What follows belongs to an exercise in optimizing a design on an open flow for small area, a short achievable clock period and few clock cycles per item; a production flow would make more cautious choices.
The RTL was checked by simulation tests, not by an equivalence proof against the original design.
No activity file was given, so power comes from the tool's default toggle rates.

==> v20: inputs <==
## rv_exec_top
module rv_exec_top (
  input  wire logic        clk,
  input  wire logic        rst_n,
  input  wire logic        in_valid,
  output logic             in_ready,
  input  wire logic [31:0] in_insn,
  input  wire logic [31:0] in_pc,
  input  wire logic [31:0] in_rs1_data,
  input  wire logic [31:0] in_rs2_data,
  output logic             out_valid,
  input  wire logic        out_ready,
  output logic [4:0]       out_rd,
  output logic             out_wb_en,
  output logic [31:0]      out_wdata,
  output logic             out_br_taken,
  output logic [31:0]      out_next_pc,
  output logic             out_illegal
);
clock: 5.0 ns
lec_check: 0
cap_margin: 20
core_margin: 2
core_utilization: 60
cts_buf_list: sky130_fd_sc_hd__clkbuf_8
gpl_timing_driven: 0
setup_slack_margin: 0.3
slew_margin: 20
buffer_ports_args: -buffer_cell sky130_fd_sc_hd__buf_1
standard.sh (not shown) runs the stock make flow with config.mk's settings and CLKGATE_MAP_FILE= SYNTH_SCRIPT=/design/flow/synth_recipe.tcl, a recipe that flattens the netlist after the stock synthesis.
==> flow/flow/run.sh <==
#!/bin/bash
set -euo pipefail
printf '%s\n' 'export BUFFER_PORTS_ARGS = -buffer_cell sky130_fd_sc_hd__buf_1' >> config.mk
bash standard.sh > standard.log 2>&1
==> v27: changes against v20 <==
--- a/flow/design.v
+++ b/flow/design.v
@@ -164,56 +164,59 @@
       2'b00:   cond = eq;
       2'b10:   cond = lt_s;
       default: cond = lt_u;
     endcase
   end
   assign taken    = is_br & ~illegal & (cond ^ f3[0]);
   assign redirect = taken | ((is_jal | is_jalr) & ~illegal);
-  logic [31:0] wdata, next_pc;
   logic        alu_form;
   logic        sel_sum, sel_link, sel_sll, sel_sr, sel_log, sel_slt;
-  logic [31:0] log_res, sh_rev;
+  logic [31:0] log_res, sh_rev, rest;
   assign alu_form = insn[4] & ~insn[2];
   assign sel_sum  = (insn[4] & insn[2]) | (alu_form & (f3 == 3'b000));
   assign sel_link = insn[6] & insn[2];
   assign sel_sll  = alu_form & (f3 == 3'b001);
   assign sel_sr   = alu_form & (f3 == 3'b101);
   assign sel_log  = alu_form & f3[2] & (f3[1] | ~f3[0]);
   assign sel_slt  = alu_form & (f3[2:1] == 2'b01);
   assign log_res = (x_ab & {32{~(f3[1] & f3[0])}}) | (a & op_b & {32{f3[1]}});
   always_comb begin
     for (int i = 0; i < 32; i++) sh_rev[i] = sh_out[31-i];
   end
-  logic hold;
-  assign hold  = ~in_ready;
-  assign wdata = ({32{sel_sum  & in_ready}} & sum)
-               | ({32{sel_link & in_ready}} & pc_inc)
-               | ({32{sel_sll  & in_ready}} & sh_rev)
-               | ({32{sel_sr   & in_ready}} & sh_out)
-               | ({32{sel_log  & in_ready}} & log_res)
-               | {31'd0, sel_slt & in_ready & (f3[0] ? lt_u : lt_s)}
-               | ({32{hold}} & out_wdata);
-  assign next_pc = ({32{redirect & in_ready}} & {sum[31:1], sum[0] & ~(insn[2] & ~insn[3])})
-                 | ({32{~redirect & in_ready}} & pc_inc)
-                 | ({32{hold}} & out_next_pc);
+  logic        hold;
+  logic [31:0] rest_q;
+  assign hold = ~in_ready;
+  assign rest = ({32{sel_link & in_ready}} & pc_inc)
+              | ({32{sel_sll  & in_ready}} & sh_rev)
+              | ({32{sel_sr   & in_ready}} & sh_out)
+              | ({32{sel_log  & in_ready}} & log_res)
+              | {31'd0, sel_slt & in_ready & (f3[0] ? lt_u : lt_s)}
+              | ({32{hold}} & rest_q);
+  logic [31:0] sum_q, seq_q;
+  logic        wsum_q, redirect_q;
   assign in_ready = ~out_valid | out_ready;
   always_ff @(posedge clk or negedge rst_n) begin
     if (!rst_n) begin
       out_valid <= 1'b0;
     end else if (in_ready) begin
       out_valid <= in_valid;
     end
   end
   always_ff @(posedge clk) begin
-    out_wdata   <= wdata;
-    out_next_pc <= next_pc;
+    rest_q <= rest;
   end
   always_ff @(posedge clk) begin
     if (in_ready) begin
       out_rd       <= insn[11:7];
       out_wb_en    <= writes & ~illegal & (insn[11:7] != 5'd0);
       out_br_taken <= taken;
       out_illegal  <= illegal;
+      sum_q        <= {sum[31:1], sum[0] & ~(insn[2] & ~insn[3] & ~insn[4])};
+      seq_q        <= pc_inc;
+      wsum_q       <= sel_sum;
+      redirect_q   <= redirect;
     end
   end
+  assign out_wdata   = wsum_q ? sum_q : rest_q;
+  assign out_next_pc = redirect_q ? sum_q : seq_q;
 endmodule
 `default_nettype wire
==> flow/config.mk (replaced) <==
export PLATFORM = sky130hd
export DESIGN_NAME = rv_exec_top
export DESIGN_NICKNAME = rv_exec_top
export VERILOG_FILES = /design/flow/design.v
export SDC_FILE = /design/flow/constraint.sdc
export NUM_CORES = 4
export LEC_CHECK = 0
export CAP_MARGIN = 20
export CORE_MARGIN = 2
export CORE_UTILIZATION = 45
export GPL_TIMING_DRIVEN = 0
export SETUP_SLACK_MARGIN = 1.0
export SLEW_MARGIN = 20
export BUFFER_PORTS_ARGS = -buffer_cell sky130_fd_sc_hd__buf_1
==> v25: changes against v20 <==
--- a/flow/design.v
+++ b/flow/design.v
@@ -164,56 +164,59 @@
       2'b00:   cond = eq;
       2'b10:   cond = lt_s;
       default: cond = lt_u;
     endcase
   end
   assign taken    = is_br & ~illegal & (cond ^ f3[0]);
   assign redirect = taken | ((is_jal | is_jalr) & ~illegal);
-  logic [31:0] wdata, next_pc;
   logic        alu_form;
   logic        sel_sum, sel_link, sel_sll, sel_sr, sel_log, sel_slt;
-  logic [31:0] log_res, sh_rev;
+  logic [31:0] log_res, sh_rev, rest;
   assign alu_form = insn[4] & ~insn[2];
   assign sel_sum  = (insn[4] & insn[2]) | (alu_form & (f3 == 3'b000));
   assign sel_link = insn[6] & insn[2];
   assign sel_sll  = alu_form & (f3 == 3'b001);
   assign sel_sr   = alu_form & (f3 == 3'b101);
   assign sel_log  = alu_form & f3[2] & (f3[1] | ~f3[0]);
   assign sel_slt  = alu_form & (f3[2:1] == 2'b01);
   assign log_res = (x_ab & {32{~(f3[1] & f3[0])}}) | (a & op_b & {32{f3[1]}});
   always_comb begin
     for (int i = 0; i < 32; i++) sh_rev[i] = sh_out[31-i];
   end
-  logic hold;
-  assign hold  = ~in_ready;
-  assign wdata = ({32{sel_sum  & in_ready}} & sum)
-               | ({32{sel_link & in_ready}} & pc_inc)
-               | ({32{sel_sll  & in_ready}} & sh_rev)
-               | ({32{sel_sr   & in_ready}} & sh_out)
-               | ({32{sel_log  & in_ready}} & log_res)
-               | {31'd0, sel_slt & in_ready & (f3[0] ? lt_u : lt_s)}
-               | ({32{hold}} & out_wdata);
-  assign next_pc = ({32{redirect & in_ready}} & {sum[31:1], sum[0] & ~(insn[2] & ~insn[3])})
-                 | ({32{~redirect & in_ready}} & pc_inc)
-                 | ({32{hold}} & out_next_pc);
+  logic        hold;
+  logic [31:0] rest_q;
+  assign hold = ~in_ready;
+  assign rest = ({32{sel_link & in_ready}} & pc_inc)
+              | ({32{sel_sll  & in_ready}} & sh_rev)
+              | ({32{sel_sr   & in_ready}} & sh_out)
+              | ({32{sel_log  & in_ready}} & log_res)
+              | {31'd0, sel_slt & in_ready & (f3[0] ? lt_u : lt_s)}
+              | ({32{hold}} & rest_q);
+  logic [31:0] sum_q, seq_q;
+  logic        wsum_q, redirect_q;
   assign in_ready = ~out_valid | out_ready;
   always_ff @(posedge clk or negedge rst_n) begin
     if (!rst_n) begin
       out_valid <= 1'b0;
     end else if (in_ready) begin
       out_valid <= in_valid;
     end
   end
   always_ff @(posedge clk) begin
-    out_wdata   <= wdata;
-    out_next_pc <= next_pc;
+    rest_q <= rest;
   end
   always_ff @(posedge clk) begin
     if (in_ready) begin
       out_rd       <= insn[11:7];
       out_wb_en    <= writes & ~illegal & (insn[11:7] != 5'd0);
       out_br_taken <= taken;
       out_illegal  <= illegal;
+      sum_q        <= {sum[31:1], sum[0] & ~(insn[2] & ~insn[3] & ~insn[4])};
+      seq_q        <= pc_inc;
+      wsum_q       <= sel_sum;
+      redirect_q   <= redirect;
     end
   end
+  assign out_wdata   = wsum_q ? sum_q : rest_q;
+  assign out_next_pc = redirect_q ? sum_q : seq_q;
 endmodule
 `default_nettype wire
==> flow/config.mk (replaced) <==
export PLATFORM = sky130hd
export DESIGN_NAME = rv_exec_top
export DESIGN_NICKNAME = rv_exec_top
export VERILOG_FILES = /design/flow/design.v
export SDC_FILE = /design/flow/constraint.sdc
export NUM_CORES = 4
export LEC_CHECK = 0
export CAP_MARGIN = 20
export CORE_MARGIN = 2
export CORE_UTILIZATION = 55
export GPL_TIMING_DRIVEN = 0
export SETUP_SLACK_MARGIN = 1.0
export SLEW_MARGIN = 20
export BUFFER_PORTS_ARGS = -buffer_cell sky130_fd_sc_hd__buf_1
==> v26: changes against v20 <==
--- a/flow/design.v
+++ b/flow/design.v
@@ -31,29 +31,27 @@
   end
 endmodule
 module lt_tree #(
   parameter int W = 32
 ) (
   input  wire logic [W-1:0] x,
   input  wire logic [W-1:0] y,
-  output logic              lt,
-  output logic              eq
+  output logic              lt
 );
   logic [W-1:0] g, p;
   always_comb begin
     g = x & ~y;
     p = ~(x ^ y);
     for (int d = 1; d < W; d = d * 2)
       for (int j = W - 1; j >= 0; j--)
         if ((j % (2 * d)) == (2 * d - 1)) begin
           g[j] = g[j] | (p[j] & g[j - d]);
           p[j] = p[j] & p[j - d];
         end
     lt = ~(g[W-1] | p[W-1]);
-    eq = p[W-1];
   end
 endmodule
 `default_nettype wire
 `timescale 1ns/10ps
 `default_nettype none
 module rv_exec_top (
   input  wire logic        clk,
@@ -116,16 +114,17 @@
   assign imm_b = {{20{insn[31]}}, insn[7], insn[30:25], insn[11:8], 1'b0};
   assign imm_j = {{12{insn[31]}}, insn[19:12], insn[20], insn[30:21], 1'b0};
   logic [31:0] op_b;
   logic [31:0] x_ab;
   logic        lt_u, lt_s, eq;
   assign op_b = insn[5] ? b : imm_i;
   assign x_ab = a ^ op_b;
+  assign eq   = (x_ab == 32'd0);
   lt_tree #(.W(32)) u_lt (
-    .x (a), .y (op_b), .lt (lt_u), .eq (eq)
+    .x (a), .y (op_b), .lt (lt_u)
   );
   assign lt_s = (a[31] ^ op_b[31]) ? a[31] : lt_u;
   logic        use_a, use_pc;
   logic        op_reg, sub;
   logic [31:0] imm, x_in, y_in, sum;
   assign use_a  = (insn[4] & ~insn[2]) | (insn[2] & ~insn[3] & ~insn[4]);
   assign use_pc = ~use_a & ~(insn[5] & insn[4] & insn[2]);
@@ -179,41 +178,34 @@
   assign sel_sr   = alu_form & (f3 == 3'b101);
   assign sel_log  = alu_form & f3[2] & (f3[1] | ~f3[0]);
   assign sel_slt  = alu_form & (f3[2:1] == 2'b01);
   assign log_res = (x_ab & {32{~(f3[1] & f3[0])}}) | (a & op_b & {32{f3[1]}});
   always_comb begin
     for (int i = 0; i < 32; i++) sh_rev[i] = sh_out[31-i];
   end
-  logic hold;
-  assign hold  = ~in_ready;
-  assign wdata = ({32{sel_sum  & in_ready}} & sum)
-               | ({32{sel_link & in_ready}} & pc_inc)
-               | ({32{sel_sll  & in_ready}} & sh_rev)
-               | ({32{sel_sr   & in_ready}} & sh_out)
-               | ({32{sel_log  & in_ready}} & log_res)
-               | {31'd0, sel_slt & in_ready & (f3[0] ? lt_u : lt_s)}
-               | ({32{hold}} & out_wdata);
-  assign next_pc = ({32{redirect & in_ready}} & {sum[31:1], sum[0] & ~(insn[2] & ~insn[3])})
-                 | ({32{~redirect & in_ready}} & pc_inc)
-                 | ({32{hold}} & out_next_pc);
+  assign wdata = ({32{sel_sum}}  & sum)
+               | ({32{sel_link}} & pc_inc)
+               | ({32{sel_sll}}  & sh_rev)
+               | ({32{sel_sr}}   & sh_out)
+               | ({32{sel_log}}  & log_res)
+               | {31'd0, sel_slt & (f3[0] ? lt_u : lt_s)};
+  assign next_pc = redirect ? {sum[31:1], sum[0] & ~(insn[2] & ~insn[3])} : pc_inc;
   assign in_ready = ~out_valid | out_ready;
   always_ff @(posedge clk or negedge rst_n) begin
     if (!rst_n) begin
       out_valid <= 1'b0;
     end else if (in_ready) begin
       out_valid <= in_valid;
     end
   end
   always_ff @(posedge clk) begin
-    out_wdata   <= wdata;
-    out_next_pc <= next_pc;
-  end
-  always_ff @(posedge clk) begin
     if (in_ready) begin
       out_rd       <= insn[11:7];
       out_wb_en    <= writes & ~illegal & (insn[11:7] != 5'd0);
+      out_wdata    <= wdata;
       out_br_taken <= taken;
+      out_next_pc  <= next_pc;
       out_illegal  <= illegal;
     end
   end
 endmodule
 `default_nettype wire
==> flow/config.mk (replaced) <==
export PLATFORM = sky130hd
export DESIGN_NAME = rv_exec_top
export DESIGN_NICKNAME = rv_exec_top
export VERILOG_FILES = /design/flow/design.v
export SDC_FILE = /design/flow/constraint.sdc
export NUM_CORES = 4
export LEC_CHECK = 0
export CAP_MARGIN = 20
export CORE_MARGIN = 2
export CORE_UTILIZATION = 50
export GPL_TIMING_DRIVEN = 0
export SETUP_SLACK_MARGIN = 0.3
export SLEW_MARGIN = 20
export BUFFER_PORTS_ARGS = -buffer_cell sky130_fd_sc_hd__buf_1
==> flow_summary.toml <==
[run_status]
status = "finished clean"

[sta]
setup_slack_ns = 0.952
worst_pin_slew_ns = 1.11

[logic_synthesis]
synth_mux_area_share_pct = 17.3
synth-seq-area-share_pct = 25.1
avgSynthCellArea_um2 = 9.12
yosysUniqueCellTypes = 73

[power_and_ir_drop]
power.switching_mw = 1.52

[place]
portBuffers = 201

[cells_and_area]
seq_cells = 107

[critical_path]
critical-path-max-stage-delay_ns = 0.38
(the above is from v27)
==> flow_summary.toml <==
[sta]
setup_slack_ns = 0.262

[power_and_ir_drop]
power.switching_mw = 1.40

[grt]
track_usage_pct = 43.1
met1_usage_pct = 60.2
grt_max_degree = 57

[run_status]
status = "finished clean"

[logic_synthesis]
synth-seq-area-share_pct = 20.7
synthTopCellsByArea = "edfxtp_1, ha_1, mux2i_1, mux4_2, nand2_1"
synthCells = 1271
yosysUniqueCellTypes = 70

[cells_and_area]
seq_cells = 73

[place]
gp_congestion = 1.09
portBuffers = 202

[floorplanning]
num_io_pins = 206
(the above is from v26)
==> flow_summary.toml <==
[logic_synthesis]
avgSynthCellArea_um2 = 7.51
yosysUniqueCellTypes = 74
synth_mux_area_share_pct = 14.7

[cells_and_area]
seq_cells = 73

[sta]
worst_pin_slew_ns = 1.16

[run_status]
status = "finished clean"

[critical_path]
critical-path-max-stage-delay_ns = 0.70
(the above is from v20)
==> flow_summary.toml <==
[logic_synthesis]
synth_mux_area_share_pct = 17.3
synth-seq-area-share_pct = 25.1
avgSynthCellArea_um2 = 9.12

[run_status]
status = "finished clean"

[sta]
setup_slack_ns = 0.928
worst_pin_slew_ns = 1.04
rsz0062_at_grt = "yes"

[power_and_ir_drop]
power.switching_mw = 1.57
pwr-share-comb_pct = 47.2

[clock_network]
postCtsSetupBuffers = 23
hold_buffers = 0
cts-resized-gates = 85

[critical_path]
critical-path-max-stage-delay_ns = 0.38

[place]
portBuffers = 201
(the above is from v25)
Testbench counts of v20, summed over its fixed seeds: cycles 8,008, items 8,000.
Testbench counts of v27, summed over its fixed seeds: cycles 8,008, items 8,000.
Testbench counts of v25, summed over its fixed seeds: cycles 8,008, items 8,000.
Testbench counts of v26, summed over its fixed seeds: cycles 8,008, items 8,000.

-- port drivers added, routing unchanged --
The results above use ideal ports. As a check the final layouts listed here were re-extracted and re-timed, cells and wires unchanged.
Step 1 sets driving cells, clkbuf_16 on the clock port and buf_2 on the other inputs (assumed; they add their load-dependent delay and slew).
Step 2 adds t to the input delays and takes it off the output delays; t is the mean of the earliest and latest rising clock arrival at the registers after step 1. Input paths then give back, and output paths get back, about the clock's delay inside the block.
a / b / c = no drivers / after step 1 / after step 2; a / b = the first two.
run	t (ns)	setup WS [ns]	worst setup path at the end
v20	0.397	0.194 / 0.195 / -0.202	input to register
v27	0.423	0.952 / 0.909 / 0.485	input to register
v25	0.422	0.928 / 0.946 / 0.524	input to register
v26	0.397	0.262 / 0.278 / -0.119	input to register
Met with ideal ports but missed after step 2: setup timing in v20 and v26. For v27, which loses most, drivers alone change the setup slack by -0.043 ns; drivers and shift together by -0.467 ns.
